This design comes from an exercise in tuning for small area on the open sky130 flow, not from production work. The RTL was checked by simulation tests, not by an equivalence proof against the original design. No activity file was given, so power comes from the tool's default toggle rates.

==> config.mk <==
export PLATFORM = sky130hd
export DESIGN_NAME = spi_ctl_top
export DESIGN_NICKNAME = spi_ctl_top
export VERILOG_FILES = /design/flow/design.v
export SDC_FILE = /design/flow/constraint.sdc
export NUM_CORES = 4
export LEC_CHECK = 0
export CAP_MARGIN = 20
export CORE_MARGIN = 2
export CORE_UTILIZATION = 40
export SLEW_MARGIN = 20
export SYNTH_MEMORY_MAX_BITS = 8192
==> constraint.sdc <==
create_clock -name core_clock -period 20.0 [get_ports {clk_50MHz}]
set_input_delay 4.0000 -clock core_clock [delete_from_list [all_inputs] [get_ports {clk_50MHz}]]
set_output_delay 4.0000 -clock core_clock [all_outputs]
set_load 0.01 [all_outputs]
==> design.v <==
package spi_ctl_pkg;
    typedef logic [16-1:0] word_t;
    typedef logic [8-1:0] ram_addr_t;
    typedef struct packed {
        logic      stb;     
        logic      we;      
        ram_addr_t addr;
        word_t     wdata;
    } mem_req_t;
    typedef struct packed {
        logic  ack;     
        word_t rdata;   
    } mem_rsp_t;
endpackage
`timescale 1ns/1ps
module spi_word_slave (
    input  logic               clk_50MHz,
    input  logic               reset,
    input  logic               sck_i,
    input  logic               cs_i,
    input  logic               mosi_i,
    output logic               miso_o,
    input  spi_ctl_pkg::word_t tx_word_i,
    output spi_ctl_pkg::word_t rx_word_o,
    output logic               rx_valid_o
);
    localparam int cnt_w = $clog2(16);
    logic sck_meta;
    logic sck_sync;
    logic sck_prev;
    logic cs_meta;
    logic cs_sync;
    logic cs_prev;
    logic mosi_meta;
    logic mosi_sync;
    logic sck_rise;
    logic sck_fall;
    logic cs_fall;
    logic [cnt_w-1:0] bit_cnt;
    spi_ctl_pkg::word_t rx_shift;
    spi_ctl_pkg::word_t tx_shift;
    always_ff @(posedge clk_50MHz) begin
        if (reset) begin
            sck_meta <= 1'b0;
            sck_sync <= 1'b0;
            sck_prev <= 1'b0;
            cs_meta <= 1'b1;   
            cs_sync <= 1'b1;
            cs_prev <= 1'b1;
            mosi_meta <= 1'b0;
            mosi_sync <= 1'b0;
        end else begin
            sck_meta <= sck_i;
            sck_sync <= sck_meta;
            sck_prev <= sck_sync;
            cs_meta <= cs_i;
            cs_sync <= cs_meta;
            cs_prev <= cs_sync;
            mosi_meta <= mosi_i;
            mosi_sync <= mosi_meta;
        end
    end
    assign sck_rise = sck_sync & ~sck_prev;
    assign sck_fall = ~sck_sync & sck_prev;
    assign cs_fall = ~cs_sync & cs_prev;
    always_ff @(posedge clk_50MHz) begin
        if (reset) begin
            bit_cnt <= '0;
            rx_valid_o <= 1'b0;
            tx_shift <= '0;
        end else begin
            rx_valid_o <= 1'b0;
            if (cs_fall) begin
                tx_shift <= tx_word_i;   
                bit_cnt <= '0;
            end else if (!cs_sync) begin
                if (sck_rise) begin
                    if (bit_cnt == cnt_w'(16 - 1)) begin
                        bit_cnt <= '0;
                        rx_valid_o <= 1'b1;
                    end else begin
                        bit_cnt <= bit_cnt + 1'b1;
                    end
                end
                if (sck_fall) begin
                    tx_shift <= {tx_shift[16-2:0], 1'b0};
                end
            end else begin
                bit_cnt <= '0;   
            end
        end
    end
    always_ff @(posedge clk_50MHz) begin
        if (!cs_sync && sck_rise) begin
            rx_shift <= {rx_shift[16-2:0], mosi_sync};
            if (bit_cnt == cnt_w'(16 - 1)) begin
                rx_word_o <= {rx_shift[16-2:0], mosi_sync};
            end
        end
    end
    assign miso_o = tx_shift[16-1];
endmodule
`timescale 1ns/1ps
module cmd_decoder (
    input  logic                  clk_50MHz,
    input  logic                  reset,
    input  spi_ctl_pkg::word_t    rx_word_i,
    input  logic                  rx_valid_i,
    output spi_ctl_pkg::mem_req_t mem_req_o,
    input  spi_ctl_pkg::mem_rsp_t mem_rsp_i,
    output spi_ctl_pkg::word_t    result_o,
    output spi_ctl_pkg::word_t    disp_word_o
);
    typedef enum logic [2:0] {
        st_idle,
        st_addr_lo,
        st_addr_hi,
        st_data,
        st_wait_ack
    } state_t;
    state_t state;
    logic op_write;   
    logic [7:0] cmd_byte;
    logic req_stb;
    logic req_we;
    spi_ctl_pkg::ram_addr_t req_addr;
    spi_ctl_pkg::word_t req_wdata;
    assign cmd_byte = rx_word_i[16-1 -: 8];
    always_ff @(posedge clk_50MHz) begin
        if (reset) begin
            state <= st_idle;
            op_write <= 1'b0;
            req_stb <= 1'b0;
            result_o <= '0;
            disp_word_o <= '0;
        end else begin
            req_stb <= 1'b0;   
            case (state)
                st_idle: begin
                    if (rx_valid_i) begin
                        case (cmd_byte)
                            8'hC0: begin
                                op_write <= 1'b0;
                                state <= st_addr_lo;
                            end
                            8'hC1: begin
                                op_write <= 1'b1;
                                state <= st_addr_lo;
                            end
                            8'h20: begin
                                disp_word_o <= rx_word_i;
                            end
                            default: begin
                            end
                        endcase
                    end
                end
                st_addr_lo: begin
                    if (rx_valid_i) begin
                        state <= st_addr_hi;
                    end
                end
                st_addr_hi: begin
                    if (rx_valid_i) begin
                        if (op_write) begin
                            state <= st_data;
                        end else begin
                            req_stb <= 1'b1;
                            state <= st_wait_ack;
                        end
                    end
                end
                st_data: begin
                    if (rx_valid_i) begin
                        req_stb <= 1'b1;
                        state <= st_wait_ack;
                    end
                end
                st_wait_ack: begin
                    if (mem_rsp_i.ack) begin
                        result_o <= req_we ? req_wdata : mem_rsp_i.rdata;
                        state <= st_idle;
                    end
                end
                default: begin
                    state <= st_idle;
                end
            endcase
        end
    end
    always_ff @(posedge clk_50MHz) begin
        if (rx_valid_i) begin
            case (state)
                st_addr_lo: req_addr <= rx_word_i[8-1:0];
                st_addr_hi: req_we <= op_write;
                st_data: req_wdata <= rx_word_i;
                default: begin
                end
            endcase
        end
    end
    assign mem_req_o = {req_stb, req_we, req_addr, req_wdata};
endmodule
`timescale 1ns/1ps
module word_ram (
    input  logic                  clk_50MHz,
    input  spi_ctl_pkg::mem_req_t mem_req_i,
    output spi_ctl_pkg::mem_rsp_t mem_rsp_o
);
    localparam int depth = 1 << 8;
    spi_ctl_pkg::word_t mem_array [depth];
    always_ff @(posedge clk_50MHz) begin
        mem_rsp_o.ack <= mem_req_i.stb;
    end
    always_ff @(posedge clk_50MHz) begin
        if (mem_req_i.stb) begin
            if (mem_req_i.we) begin
                mem_array[mem_req_i.addr] <= mem_req_i.wdata;
            end else begin
                mem_rsp_o.rdata <= mem_array[mem_req_i.addr];
            end
        end
    end
endmodule
`timescale 1ns/1ps
module seg_display #(
    parameter int scan_div_p = 50000
) (
    input  logic               clk_50MHz,
    input  logic               reset,
    input  spi_ctl_pkg::word_t disp_word_i,
    output logic [7:0]         seg_o,
    output logic [3:0]         dig_o
);
    localparam int cnt_w = $clog2(scan_div_p + 1);
    logic [cnt_w-1:0] scan_cnt;
    logic scan_tick;
    logic [1:0] digit_idx;
    logic [3:0] nibble;
    logic [6:0] seg_on;   
    assign scan_tick = (scan_cnt == cnt_w'(scan_div_p - 1));
    always_ff @(posedge clk_50MHz) begin
        if (reset) begin
            scan_cnt <= '0;
            digit_idx <= '0;
        end else begin
            if (scan_tick) begin
                scan_cnt <= '0;
                digit_idx <= digit_idx + 1'b1;
            end else begin
                scan_cnt <= scan_cnt + 1'b1;
            end
        end
    end
    assign nibble = disp_word_i[digit_idx * 4 +: 4];
    always_comb begin
        case (nibble)
            4'h0: seg_on = 7'h3F;
            4'h1: seg_on = 7'h06;
            4'h2: seg_on = 7'h5B;
            4'h3: seg_on = 7'h4F;
            4'h4: seg_on = 7'h66;
            4'h5: seg_on = 7'h6D;
            4'h6: seg_on = 7'h7D;
            4'h7: seg_on = 7'h07;
            4'h8: seg_on = 7'h7F;
            4'h9: seg_on = 7'h6F;
            4'hA: seg_on = 7'h77;
            4'hB: seg_on = 7'h7C;   
            4'hC: seg_on = 7'h39;
            4'hD: seg_on = 7'h5E;   
            4'hE: seg_on = 7'h79;
            default: seg_on = 7'h71;
        endcase
    end
    assign seg_o = {1'b1, ~seg_on};
    assign dig_o = ~(4'b0001 << digit_idx);
endmodule
`timescale 1ns/1ps
module spi_ctl_top #(
    parameter int scan_div_p = 50000
) (
    input  logic       clk_50MHz,
    input  logic       reset,
    input  logic       spi_sck_i,
    input  logic       spi_cs_i,
    input  logic       spi_mosi_i,
    output logic       spi_miso_o,
    output logic [7:0] seg_o,
    output logic [3:0] dig_o
);
    spi_ctl_pkg::word_t rx_word;
    logic rx_valid;
    spi_ctl_pkg::word_t result;
    spi_ctl_pkg::word_t disp_word;
    spi_ctl_pkg::mem_req_t mem_req;
    spi_ctl_pkg::mem_rsp_t mem_rsp;
    spi_word_slave spi_word_slave_inst (
        .clk_50MHz  (clk_50MHz),
        .reset      (reset),
        .sck_i      (spi_sck_i),
        .cs_i       (spi_cs_i),
        .mosi_i     (spi_mosi_i),
        .miso_o     (spi_miso_o),
        .tx_word_i  (result),   
        .rx_word_o  (rx_word),
        .rx_valid_o (rx_valid)
    );
    cmd_decoder cmd_decoder_inst (
        .clk_50MHz   (clk_50MHz),
        .reset       (reset),
        .rx_word_i   (rx_word),
        .rx_valid_i  (rx_valid),
        .mem_req_o   (mem_req),
        .mem_rsp_i   (mem_rsp),
        .result_o    (result),
        .disp_word_o (disp_word)
    );
    word_ram word_ram_inst (
        .clk_50MHz (clk_50MHz),
        .mem_req_i (mem_req),
        .mem_rsp_o (mem_rsp)
    );
    seg_display #(
        .scan_div_p (scan_div_p)
    ) seg_display_inst (
        .clk_50MHz   (clk_50MHz),
        .reset       (reset),
        .disp_word_i (disp_word),
        .seg_o       (seg_o),
        .dig_o       (dig_o)
    );
endmodule
==> run.sh <==
#!/bin/bash
# synth_recipe.tcl (not shown) runs the flow's synth.tcl, then flattens the netlist and writes it again
# the make line also repeats each setting of config.mk as NAME=value (left out here)
make -C /OpenROAD-flow-scripts/flow DESIGN_CONFIG=/design/flow/config.mk WORK_HOME=/design/flow/orfs CLKGATE_MAP_FILE= SYNTH_SCRIPT=/design/flow/synth_recipe.tcl finish
==> out/summary.txt <==
status -> finished clean
height of the die -> 638 um
cts hold-fix bufs -> 0
Syn Std Cell Area -> 161000 um^2
Synth Warn # -> 4
post_cts resized -> 0
Final TNS setup -> 0 ns
post-route cell area -> 183000 um^2
Synth async-reset ratio -> 0%
Critical Path AT -> 3.52 ns
Initial Util -> 40.2%
Post-Synth Adder-Cell Area -> 0.0934%
I/O pin total -> 18
Post-synth EDFFs -> 4168
global route overflow -> 0
Hold Crit Class -> flop to flop
first-pass GRT wire length -> 588000 um
Util after Layout -> 45.7%
largest family of logic cells by synthesized area -> multiplexers
post-synth top area cell -> edfxtp_1
post-synthesis sequential area ratio -> 78.9%
crit-path cells -> mux4_2 > inv_1 > ha_1 > mux2_2 > nand2_1 > o21ai_0 > clkdlybuf4s50_1
routed length per instance -> 31.7 um
Reg clk slew, reported paths -> 0.06 ns
Setup crit start kind -> flop
# setup viols final -> 0
share of layout cells above drive strength 1 -> 26.5%
Filler cells -> 32600
Worst Tran Pin Value -> 1.22 ns
FF+latch count, synth -> 4253
Clock H-tree levels -> 5
Tot Pwr -> 17.3 mW
clk latency of the worst-skew pair -> 0.99 ns
Post-synth top flop -> edfxtp_1
Sinks on Clock Net -> 4253
initial detailed-routing violation count -> 10800
number of nets with antenna violations after routing -> 0
Final Max Tran Viols -> 0
slowest stage cell, crit path -> mux4_2
Die X -> 638 um
DR vias -> 78300
critical path type -> flop to output pin
vias in the first global route -> 77000
Nets -> 7631
Area growth, synth to finish -> 13.7%
Max Clock Skew -> 0.0629 ns
Critical Path End Type -> output pin
cell family with most CP delay -> multiplexers
RePlAce Congestion -> 0.831
syn avg cell area -> 22.4 um^2
Post-Synthesis Cells -> 7189
P_leak -> 56.0 nW
clock buffer depth -> 4
top post-synthesis cells by area -> edfxtp_1, mux4_2, a22oi_1
Final Hold Fails -> 0
largest net degree at the start of global routing -> 234
Post-CTS Setup Bufs -> 0
RSZ-0062 raised after global routing -> no
slowest stage delay, CP -> 0.64 ns
gr usage total -> 20.1%
vias per inst -> 5.92
Post-route DRC -> 0
Worst Path Required -> 16.00 ns
Post-DP HPWL -> 233000 um
post-synthesis compound-gate area fraction -> 3.78%
Placed Area -> 169000 um^2
peak supply drop -> 0.0790 mV
Initial DRT Pass Iterations -> 7
Port Buffers -> 16
Worst slew margin -> 18.9%
CORE AREA -> 400000 um^2
Total Routed Length -> 419000 um
minimum clock period -> 7.52 ns
synth unique cells -> 44
most frequent cells in the layout -> edfxtp_1, mux4_2, a22oi_1, clkbuf_16, buf_4
top cell type's share of synthesized area -> 77.9%
Worst Path Max Fanout -> 7
Period Utilization, post-route -> 37.6%
CTS tree -> built
full die area -> 407000 um^2
site row count -> 232
Root Driver -> clkbuf_16
Power Density -> 94.4 nW/um^2
Post-Syn Nets -> 7206
CP bufs+invs -> 2
Post-Synth XOR/XNOR Area -> 0.0872%
commonest non-fill, non-tap cell in the layout -> edfxtp_1
achievable frequency -> 133 MHz
Max Cap Violations -> 0
Synth Area in Simple Gates -> 1.33%
CTS buffer count -> 421
post-synthesis mux area share -> 14.6%
initial antenna violation count -> 18
## sequential cells by signal, summed over array words and instances (netlist names), 2 cells and up
register,cells
word_ram_inst.mem_array,4096
word_ram_inst.mem_rsp_o,17
cmd_decoder_inst.disp_word_o,16
cmd_decoder_inst.req_wdata,16
cmd_decoder_inst.result_o,16
seg_display_inst.scan_cnt,16
spi_word_slave_inst.rx_word_o,16
spi_word_slave_inst.tx_shift,16
spi_word_slave_inst.rx_shift,15
cmd_decoder_inst.req_addr,8
spi_word_slave_inst.bit_cnt,4
cmd_decoder_inst.state,3
seg_display_inst.digit_idx,2
## Yosys cell counts (12+ instances only)
cell      count
dfxtp_1      85
a22oi_1     512
inv_1        18
o41ai_1      64
edfxtp_1   4168
ha_1         12
buf_1        34
nand2_1      77
mux2i_1      28
nand4_1      23
a21oi_1     265
buf_2       108
clkbuf_1    291
mux4_2     1029
nor2b_1      14
nor2_1      338
a211oi_1     16
a311oi_1     17
## through the flow
stage / hold slack, ns / setup slack (ns) / instances
2_1_floorplan: 0.355 / 14.03 / 7189
4_1_cts: 0.437 / 12.41 / 13200
3_3_place_gp: 0.401 / 13.47 / 12400
3_5_place_dp: 0.415 / 13.48 / 12400
5_1_grt: 0.431 / 12.33 / 13200
6_report: 0.428 / 12.48 / 13200
## worst reg2reg max path, cell delays in order (launching register included)
cell and delay [ns]:
edfxtp_1 0.44, buf_12 0.65, buf_4 0.95, buf_4 0.68, buf_4 0.87, mux4_2 0.66, a22oi_1 0.29, a21oi_1 0.19
o41ai_1 0.79, nand4_1 0.16
## layer usage
| metal | wire (um) | track usage [%] | up-vias |
|---|---|---|---|
| li1 | - | - | 31500 |
| met1 | 172000 | 29.0 | 42400 |
| met2 | 195000 | 31.2 | 3829 |
| met3 | 38700 | 4.22 | 563 |
| met4 | 12300 | 5.88 | 4 |
| met5 | 29 | 0 | - |
## final cells by class
class                      instances  area [um^2]  area share [%]
tap                             5265         6590            3.60
clock inverter                   231         2050            1.12
timing repair buffer             439         3820            2.09
multi-input combinational       2481        32300            17.7
antenna                           15         37.5          0.0205
clock buffer                     522        11100            6.06
sequential                      4253       127000            69.4
inverter                          18         67.6          0.0370
## worst paths after layout
kind	start	endpoint	slack, ns	cells after the start
worst max-delay path	seg_display_inst.digit_idx[0]	seg_o[5]	12.48	7
worst max register to register	cmd_decoder_inst.req_addr[0]	word_ram_inst.mem_rsp_o[6]	14.04	9
worst min-delay path	spi_word_slave_inst.cs_meta	spi_word_slave_inst.cs_sync	0.43	1
worst min register to register	spi_word_slave_inst.cs_meta	spi_word_slave_inst.cs_sync	0.43	1
## cells by family after synthesis
kind of cell / Yosys count
flops: 4253
mux: 1059
compound gates: 886
simple gates: 507
buf+inv: 455
xor+xnor: 16
fa+ha+maj: 12
other cells: 1
## report_power, final
part           internal (mW)  switching [mW]
registers               9.63         0.00312
clock network           4.29            3.32
logic                0.00359         0.00752

[afterwards: timing with drivers on the ports]
The results above use ideal ports. As a check the final layout listed here was re-extracted and re-timed, cells and wires unchanged.
Step 1, drivers: a clkbuf_16 drives clk_50MHz and a buf_2 each remaining input, both assumed.
Step 2, shift: input delay + t, output delay - t, t = (earliest + latest rising clock arrival at the registers) / 2. This alone moves slack from input paths to output paths.
Three values: ideal, step 1, step 2; two values: the first two.
shift t [ns]: 1.076
slack for setup (ns): 12.481 / 12.362 / 13.438
worst setup path at the end: register to output
worst register clock-pin slew, ns: 0.07 / 0.07
cell pins on the clock port's net: 1
After both steps this run still meets setup and hold. The setup slack of this run moves by -0.119 ns with the drivers and by +0.957 ns with both steps.
